What follows belongs to an exercise in optimizing a design on an open flow for small area, a short achievable clock period and few clock cycles per item; a production flow would make more cautious choices.
Where RTL was checked, it was by simulation tests only, not by an equivalence proof against the original.
No activity file was given, so power comes from the tool's default toggle rates.

==> flow/design.v (excerpt) <==
module md2_digest_engine (
	input  logic               clk,
	input  logic               arst_n,
	input  logic               push,
	output logic               full,
	input  logic [9:0]         item,
	output logic               empty,
	input  logic               pop,
	output logic [127:0]       result
);
	logic       cmd_valid;
	logic [7:0] cmd_data;
	logic       cmd_byte;
	logic       cmd_end;
	logic       take;
	md2_front u_front (
		.clk      (clk),
		.arst_n   (arst_n),
		.push     (push),
		.full     (full),
		.item     (item),
		.cmd_valid(cmd_valid),
		.cmd_data (cmd_data),
		.cmd_byte (cmd_byte),
		.cmd_end  (cmd_end),
		.take     (take)
	);
	md2_core u_core (
		.clk      (clk),
		.arst_n   (arst_n),
		.cmd_valid(cmd_valid),
		.cmd_data (cmd_data),
		.cmd_byte (cmd_byte),
		.cmd_end  (cmd_end),
		.take     (take),
		.empty    (empty),
		.pop      (pop),
		.result   (result)
	);
endmodule
For scale: about 1,700 cells after synthesis, ~600 flip-flops, roughly 140 I/O pins, roughly 0.021 mm² of cells after synthesis.
==> module md2_core, before the edit <==
module md2_core (
	input  logic         clk,
	input  logic         arst_n,
	input  logic         cmd_valid,
	input  logic [7:0]   cmd_data,
	input  logic         cmd_byte,
	input  logic         cmd_end,
	output logic         take,
	output logic         empty,
	input  logic         pop,
	output logic [127:0] result
);
	localparam int GROUPS = md2_pkg::BLOCK_BYTES;
	localparam logic [7:0] S0 = 8'h29;
	typedef enum logic [1:0] {
		S_ABS,
		S_PAD,
		S_CSUM,
		S_WAIT
	} state_t;
	typedef enum logic [1:0] {
		A_ABS,
		A_PAD,
		A_CSUM,
		A_OUT
	} after_t;
	state_t       state_q;
	after_t       after_q;
	logic         first_q;
	logic [3:0]   ph_q;
	logic         gap_q;
	logic [3:0]   j_q;
	logic         at_q;
	logic [4:0]   pad_q;
	logic [7:0]   l_q;
	logic [7:0]   sreg_q;
	logic         cu_q;
	logic         run_q;
	logic [1:0]   pass_q;
	logic [4:0]   round_q;
	logic         empty_q;
	logic [GROUPS-1:0][7:0] x0_q;
	logic [GROUPS-1:0][7:0] x1_q;
	logic [GROUPS-1:0][7:0] x2_q;
	logic [GROUPS-1:0][7:0] c_q;
	logic [7:0]   gx0_q;
	logic [7:0]   gx1_q;
	logic [7:0]   gx2_q;
	logic [7:0]   gc_q;
	logic         step;
	logic         step0;
	logic         via_g;
	logic [3:0]   ph_nxt;
	logic [3:0]   j_nxt;
	logic         absorb;
	logic         csum_upd;
	logic         blk_last;
	logic [7:0]   b;
	logic [7:0]   s_out;
	logic [7:0]   h0z;
	logic [7:0]   h0f;
	logic [7:0]   e;
	logic [7:0]   se;
	logic [7:0]   y;
	logic [7:0]   sreg_nxt;
	logic [7:0]   c_head;
	logic [7:0]   c_new;
	logic [7:0]   tail0;
	logic [7:0]   tail1;
	logic [7:0]   tail2;
	logic [7:0]   tailc;
	assign step     = run_q && !gap_q;
	assign step0    = step && (round_q == 5'd0) && (pass_q == 2'd0) && (ph_q == 4'd0);
	assign via_g    = run_q && (gap_q || ((pass_q == 2'd2) && (round_q != 5'd17)));
	assign take     = (state_q == S_ABS) && cmd_valid && (!cmd_byte || at_q);
	assign absorb   = ((state_q == S_ABS) && cmd_valid && cmd_byte && at_q) ||
	                  (((state_q == S_PAD) || (state_q == S_CSUM)) && at_q);
	assign ph_nxt   = gap_q ? ph_q : ph_q + 1'b1;
	assign j_nxt    = absorb ? j_q + 1'b1 : j_q;
	assign csum_upd = absorb && (state_q != S_CSUM);
	assign blk_last = absorb && (j_q == 4'd15);
	assign b = (state_q == S_ABS) ? cmd_data :
	           (state_q == S_PAD) ? {3'b000, pad_q} : c_q[1];
	assign s_out = md2_pkg::pi_sbox(sreg_q);
	assign h0z = (first_q && round_q == 5'd0 && pass_q == 2'd0) ? 8'h00 : x0_q[0];
	assign h0f = first_q ? 8'h00 : x0_q[0];
	assign c_head = first_q ? 8'h00 : c_q[0];
	assign c_new  = c_head ^ s_out;
	assign e  = run_q ? h0z : (c_head ^ b);
	assign se = s_out ^ e;
	assign y  = step0 ? (h0z ^ S0) : se;
	always_comb begin
		sreg_nxt = 8'h00;
		if (run_q) begin
			if (gap_q) begin
				sreg_nxt = gx2_q + {3'b000, round_q};
			end else if (step0) begin
				sreg_nxt = h0z ^ S0;
			end else begin
				sreg_nxt = se;
			end
		end else if (csum_upd) begin
			sreg_nxt = cu_q ? se : (b ^ l_q);
		end
	end
	always_comb begin
		tail0 = x0_q[0];
		tail1 = x1_q[0];
		tail2 = x2_q[0];
		if (step) begin
			tail0 = x1_q[0];
			tail1 = x2_q[0];
			tail2 = y;
		end else if (absorb) begin
			tail1 = b;
			tail2 = b ^ h0f;
		end
	end
	assign tailc = cu_q ? c_new : c_q[0];
	for (genvar g = 0; g < GROUPS; g++) begin : g_res
		assign result[127 - 8 * g -: 8] = x0_q[g];
	end
	assign empty = empty_q;
	always_ff @(posedge clk) begin
		for (int k = 0; k < GROUPS - 1; k++) begin
			x1_q[k] <= x1_q[k + 1];
			x2_q[k] <= x2_q[k + 1];
			c_q[k]  <= c_q[k + 1];
		end
		x1_q[GROUPS - 1] <= via_g ? gx1_q : tail1;
		x2_q[GROUPS - 1] <= (step && !via_g) ? y : (via_g ? gx2_q : tail2);
		c_q[GROUPS - 1]  <= cu_q ? c_new : (via_g ? gc_q : c_q[0]);
		if (empty_q) begin
			for (int k = 0; k < GROUPS - 1; k++) begin
				x0_q[k] <= x0_q[k + 1];
			end
			x0_q[GROUPS - 1] <= via_g ? gx0_q : tail0;
		end
		gx0_q  <= tail0;
		gx1_q  <= tail1;
		gx2_q  <= tail2;
		gc_q   <= tailc;
		sreg_q <= sreg_nxt;
	end
	always_ff @(posedge clk or negedge arst_n) begin
		if (!arst_n) begin
			state_q <= S_ABS;
			after_q <= A_ABS;
			first_q <= 1'b1;
			pad_q   <= '0;
			ph_q    <= '0;
			gap_q   <= 1'b0;
			j_q     <= '0;
			at_q    <= 1'b1;
			l_q     <= '0;
			cu_q    <= 1'b0;
			run_q   <= 1'b0;
			pass_q  <= '0;
			round_q <= '0;
			empty_q <= 1'b1;
		end else begin
			ph_q   <= ph_nxt;
			j_q    <= j_nxt;
			at_q   <= (ph_nxt == j_nxt);
			cu_q   <= csum_upd;
			if (cu_q) begin
				l_q <= c_new;
			end
			if (pop && !empty_q) begin
				empty_q <= 1'b1;
			end
			case (state_q)
				S_ABS: begin
					if (take) begin
						if (cmd_byte && j_q == 4'd15) begin
							state_q <= S_WAIT;
							after_q <= cmd_end ? A_PAD : A_ABS;
							pad_q   <= 5'd16;
						end else if (cmd_end) begin
							state_q <= S_PAD;
							pad_q   <= 5'd16 - {1'b0, j_q} - {4'd0, cmd_byte};
						end
					end
				end
				S_PAD: begin
					if (blk_last) begin
						state_q <= S_WAIT;
						after_q <= A_CSUM;
					end
				end
				S_CSUM: begin
					if (blk_last) begin
						state_q <= S_WAIT;
						after_q <= A_OUT;
						l_q     <= '0;
					end
				end
				default: begin
				end
			endcase
			if ((blk_last || (state_q == S_WAIT && !run_q && ph_q == 4'd15)) && empty_q) begin
				run_q <= 1'b1;
			end
			if (gap_q) begin
				gap_q   <= 1'b0;
				round_q <= round_q + 1'b1;
			end else if (run_q && ph_q == 4'd15) begin
				pass_q <= (pass_q == 2'd2) ? 2'd0 : pass_q + 1'b1;
				if (pass_q == 2'd2) begin
					if (round_q == 5'd17) begin
						round_q <= '0;
						run_q   <= 1'b0;
						first_q <= 1'b0;
						case (after_q)
							A_ABS:  state_q <= S_ABS;
							A_PAD:  state_q <= S_PAD;
							A_CSUM: state_q <= S_CSUM;
							default: begin
								state_q <= S_ABS;
								empty_q <= 1'b0;
								first_q <= 1'b1;
							end
						endcase
					end else begin
						gap_q <= 1'b1;
					end
				end
			end
		end
	end
endmodule
clock: 7.0 ns
lec_check: 0
cap_margin: 20
core_margin: 2
core_utilization: 40
setup_slack_margin: 4.0
slew_margin: 20
run.sh (not shown) runs the stock make flow with config.mk's settings and CLKGATE_MAP_FILE= SYNTH_SCRIPT=/design/flow/synth_recipe.tcl, a recipe that flattens the netlist after the stock synthesis.
Testbench counts at the start, summed over its fixed seeds: cycles 387,439, bytes 4,355.
Change:
--- a/flow/design.v
+++ b/flow/design.v
@@ -206,8 +206,8 @@
 			c_q[k]  <= c_q[k + 1];
 		end
 		x1_q[GROUPS - 1] <= via_g ? gx1_q : tail1;
-		x2_q[GROUPS - 1] <= (step && !via_g) ? y : (via_g ? gx2_q : tail2);
-		c_q[GROUPS - 1]  <= cu_q ? c_new : (via_g ? gc_q : c_q[0]);
+		x2_q[GROUPS - 1] <= via_g ? gx2_q : tail2;
+		c_q[GROUPS - 1]  <= via_g ? gc_q : tailc;
 		if (empty_q) begin
 			for (int k = 0; k < GROUPS - 1; k++) begin
 				x0_q[k] <= x0_q[k + 1];
Cell count increases by 3.5%.
Routed wire length rose by 7.4%.
Design area climbs by 2.0%.
Via count goes up by 3.0%.
Count of clock-buffer cells in the layout rose by 3.
Area after synthesis grows by 0.39%.
Power rose by 3.7%.
Combinational power went up by 15%.
First-iteration DRC count falls by 2.3%.
Sequential power barely changes.
Clock power drops by 7.0%.
Register-to-register slack gets worse by 0.09 ns.
Non-clock buffer count increases by 31.
No functional check of the RTL was part of the second run of this note.


md2_digest_engine again, from the RTL that the note above started with.
==> module md2_front, before the edit <==
module md2_front (
	input  logic       clk,
	input  logic       arst_n,
	input  logic       push,
	output logic       full,
	input  logic [9:0] item,
	output logic       cmd_valid,
	output logic [7:0] cmd_data,
	output logic       cmd_byte,
	output logic       cmd_end,
	input  logic       take
);
	logic       valid_q;
	logic [9:0] cmd_q;
	logic       accept;
	assign full      = valid_q && !take;
	assign accept    = push && !full;
	assign cmd_valid = valid_q;
	assign cmd_data  = cmd_q[9:2];
	assign cmd_byte  = cmd_q[1];
	assign cmd_end   = cmd_q[0];
	always_ff @(posedge clk) begin
		if (accept) begin
			cmd_q <= item;
		end
	end
	always_ff @(posedge clk or negedge arst_n) begin
		if (!arst_n) begin
			valid_q <= 1'b0;
		end else if (accept) begin
			valid_q <= item[1] || item[0];
		end else if (take) begin
			valid_q <= 1'b0;
		end
	end
endmodule
==> module md2_digest_engine, before the edit <==
module md2_digest_engine (
	input  logic               clk,
	input  logic               arst_n,
	input  logic               push,
	output logic               full,
	input  logic [9:0]         item,
	output logic               empty,
	input  logic               pop,
	output logic [127:0]       result
);
	logic       cmd_valid;
	logic [7:0] cmd_data;
	logic       cmd_byte;
	logic       cmd_end;
	logic       take;
	md2_front u_front (
		.clk      (clk),
		.arst_n   (arst_n),
		.push     (push),
		.full     (full),
		.item     (item),
		.cmd_valid(cmd_valid),
		.cmd_data (cmd_data),
		.cmd_byte (cmd_byte),
		.cmd_end  (cmd_end),
		.take     (take)
	);
	md2_core u_core (
		.clk      (clk),
		.arst_n   (arst_n),
		.cmd_valid(cmd_valid),
		.cmd_data (cmd_data),
		.cmd_byte (cmd_byte),
		.cmd_end  (cmd_end),
		.take     (take),
		.empty    (empty),
		.pop      (pop),
		.result   (result)
	);
endmodule
Settings: LEC_CHECK=0, CAP_MARGIN=20, CORE_MARGIN=2, CORE_UTILIZATION=40, SETUP_SLACK_MARGIN=4.0, SLEW_MARGIN=20; clock period 7.0 ns.
standard.sh (not shown) runs the stock make flow with config.mk's settings and CLKGATE_MAP_FILE= SYNTH_SCRIPT=/design/flow/synth_recipe.tcl, a recipe that flattens the netlist after the stock synthesis.
==> flow/flow/run.sh <==
#!/bin/bash
# The standard layout (the standard.sh: the standard synthesis and ORFS
# from floorplan to finish), with one change: the buffers that placement puts
# on every input and output port are the platform's smallest plain buffer.
set -e
export BUFFER_PORTS_ARGS="-buffer_cell sky130_fd_sc_hd__buf_1"
bash standard.sh > standard.log 2>&1
Testbench counts at the start, summed over its fixed seeds: cycles 387,439, bytes 4,355.
Edit:
--- a/flow/design.v
+++ b/flow/design.v
@@ -42,6 +42,4 @@
 endpackage
 module md2_front (
-	input  logic       clk,
-	input  logic       arst_n,
 	input  logic       push,
 	output logic       full,
@@ -51,29 +49,11 @@
 	output logic       cmd_byte,
 	output logic       cmd_end,
-	input  logic       take
+	input  logic       ready
 );
-	logic       valid_q;
-	logic [9:0] cmd_q;
-	logic       accept;
-	assign full      = valid_q && !take;
-	assign accept    = push && !full;
-	assign cmd_valid = valid_q;
-	assign cmd_data  = cmd_q[9:2];
-	assign cmd_byte  = cmd_q[1];
-	assign cmd_end   = cmd_q[0];
-	always_ff @(posedge clk) begin
-		if (accept) begin
-			cmd_q <= item;
-		end
-	end
-	always_ff @(posedge clk or negedge arst_n) begin
-		if (!arst_n) begin
-			valid_q <= 1'b0;
-		end else if (accept) begin
-			valid_q <= item[1] || item[0];
-		end else if (take) begin
-			valid_q <= 1'b0;
-		end
-	end
+	assign full      = !ready;
+	assign cmd_valid = push && (item[1] || item[0]);
+	assign cmd_data  = item[9:2];
+	assign cmd_byte  = item[1];
+	assign cmd_end   = item[0];
 endmodule
 module md2_core (
@@ -84,5 +64,5 @@
 	input  logic         cmd_byte,
 	input  logic         cmd_end,
-	output logic         take,
+	output logic         ready,
 	output logic         empty,
 	input  logic         pop,
@@ -113,4 +93,7 @@
 	logic [7:0]   l_q;
 	logic [7:0]   sreg_q;
+	logic [7:0]   sreg2_q;
+	logic [7:0]   s_lo;
+	logic [7:0]   s_hi;
 	logic         cu_q;
 	logic         run_q;
@@ -126,4 +109,5 @@
 	logic [7:0]   gx2_q;
 	logic [7:0]   gc_q;
+	logic         take;
 	logic         step;
 	logic         step0;
@@ -151,5 +135,6 @@
 	assign step0    = step && (round_q == 5'd0) && (pass_q == 2'd0) && (ph_q == 4'd0);
 	assign via_g    = run_q && (gap_q || ((pass_q == 2'd2) && (round_q != 5'd17)));
-	assign take     = (state_q == S_ABS) && cmd_valid && (!cmd_byte || at_q);
+	assign ready    = (state_q == S_ABS) && at_q;
+	assign take     = ready && cmd_valid;
 	assign absorb   = ((state_q == S_ABS) && cmd_valid && cmd_byte && at_q) ||
 	                  (((state_q == S_PAD) || (state_q == S_CSUM)) && at_q);
@@ -160,5 +145,7 @@
 	assign b = (state_q == S_ABS) ? cmd_data :
 	           (state_q == S_PAD) ? {3'b000, pad_q} : c_q[1];
-	assign s_out = md2_pkg::pi_sbox(sreg_q);
+	assign s_lo  = md2_pkg::pi_sbox(sreg_q);
+	assign s_hi  = md2_pkg::pi_sbox(sreg2_q);
+	assign s_out = {s_hi[7:4], s_lo[3:0]};
 	assign h0z = (first_q && round_q == 5'd0 && pass_q == 2'd0) ? 8'h00 : x0_q[0];
 	assign h0f = first_q ? 8'h00 : x0_q[0];
@@ -231,4 +218,5 @@
 			j_q     <= '0;
 			at_q    <= 1'b1;
+			sreg2_q <= '0;
 			l_q     <= '0;
 			cu_q    <= 1'b0;
@@ -239,4 +227,5 @@
 		end else begin
 			ph_q   <= ph_nxt;
+			sreg2_q <= sreg_nxt;
 			j_q    <= j_nxt;
 			at_q   <= (ph_nxt == j_nxt);
@@ -322,8 +311,6 @@
 	logic       cmd_byte;
 	logic       cmd_end;
-	logic       take;
+	logic       ready;
 	md2_front u_front (
-		.clk      (clk),
-		.arst_n   (arst_n),
 		.push     (push),
 		.full     (full),
@@ -333,5 +320,5 @@
 		.cmd_byte (cmd_byte),
 		.cmd_end  (cmd_end),
-		.take     (take)
+		.ready    (ready)
 	);
 	md2_core u_core (
@@ -342,5 +329,5 @@
 		.cmd_byte (cmd_byte),
 		.cmd_end  (cmd_end),
-		.take     (take),
+		.ready    (ready),
 		.empty    (empty),
 		.pop      (pop),
Effect:
- core utilization rose by 0.84 points
- design area rose by 2.2%
- count of clock-buffer cells in the layout fell by 13
- sequential power rose by 15%
- worst setup slack got worse by 85 ps
- total power rose by 5.5%
- routed wire length fell by 7.5%
- first-iteration DRC count fell by 20%
- via count rose by 0.40%
- flip-flop and latch count fell by 3
- cell count rose by 2.9%
- sequential share of layout area fell by 1.6 points
The RTL of the second run of this note was laid out without a check of its function.

-- separate check: timing with driven ports --
The flow's constraints put no driver on any port. The routed layouts listed below were extracted and timed again, unchanged, in two steps.
Step 1, drivers: a clkbuf_16 drives clk and a buf_2 each remaining input, both assumed.
Step 2 adds t to the input delays and takes it off the output delays; t is the mean of the earliest and latest rising clock arrival at the registers after step 1. Input paths then give back, and output paths get back, about the clock's delay inside the block.
Slacks: ideal / step 1 / step 2; pairs: ideal / step 1.
run | shift t [ns] | setup slack, ns | slew at the worst register clock pin (ns) | worst data-port slew with drivers (ns)
the first run of note 1 | 0.654 | 3.954 / 3.926 / 3.954 | 0.07 / 0.07 | 0.04
the second run of note 1 | 0.661 | 3.861 / 3.861 / 3.861 | 0.07 / 0.07 | 0.03
the first run of note 2 | 0.656 | 4.016 / 3.988 / 4.016 | 0.07 / 0.07 | 0.03
the second run of note 2 | 0.621 | 3.931 / 3.931 / 3.538 | 0.07 / 0.07 | 0.03
After both steps every run listed still meets setup and hold. The setup slack of the second run of note 2, which loses most, moves by 0.000 ns with the drivers and by -0.393 ns with both steps.
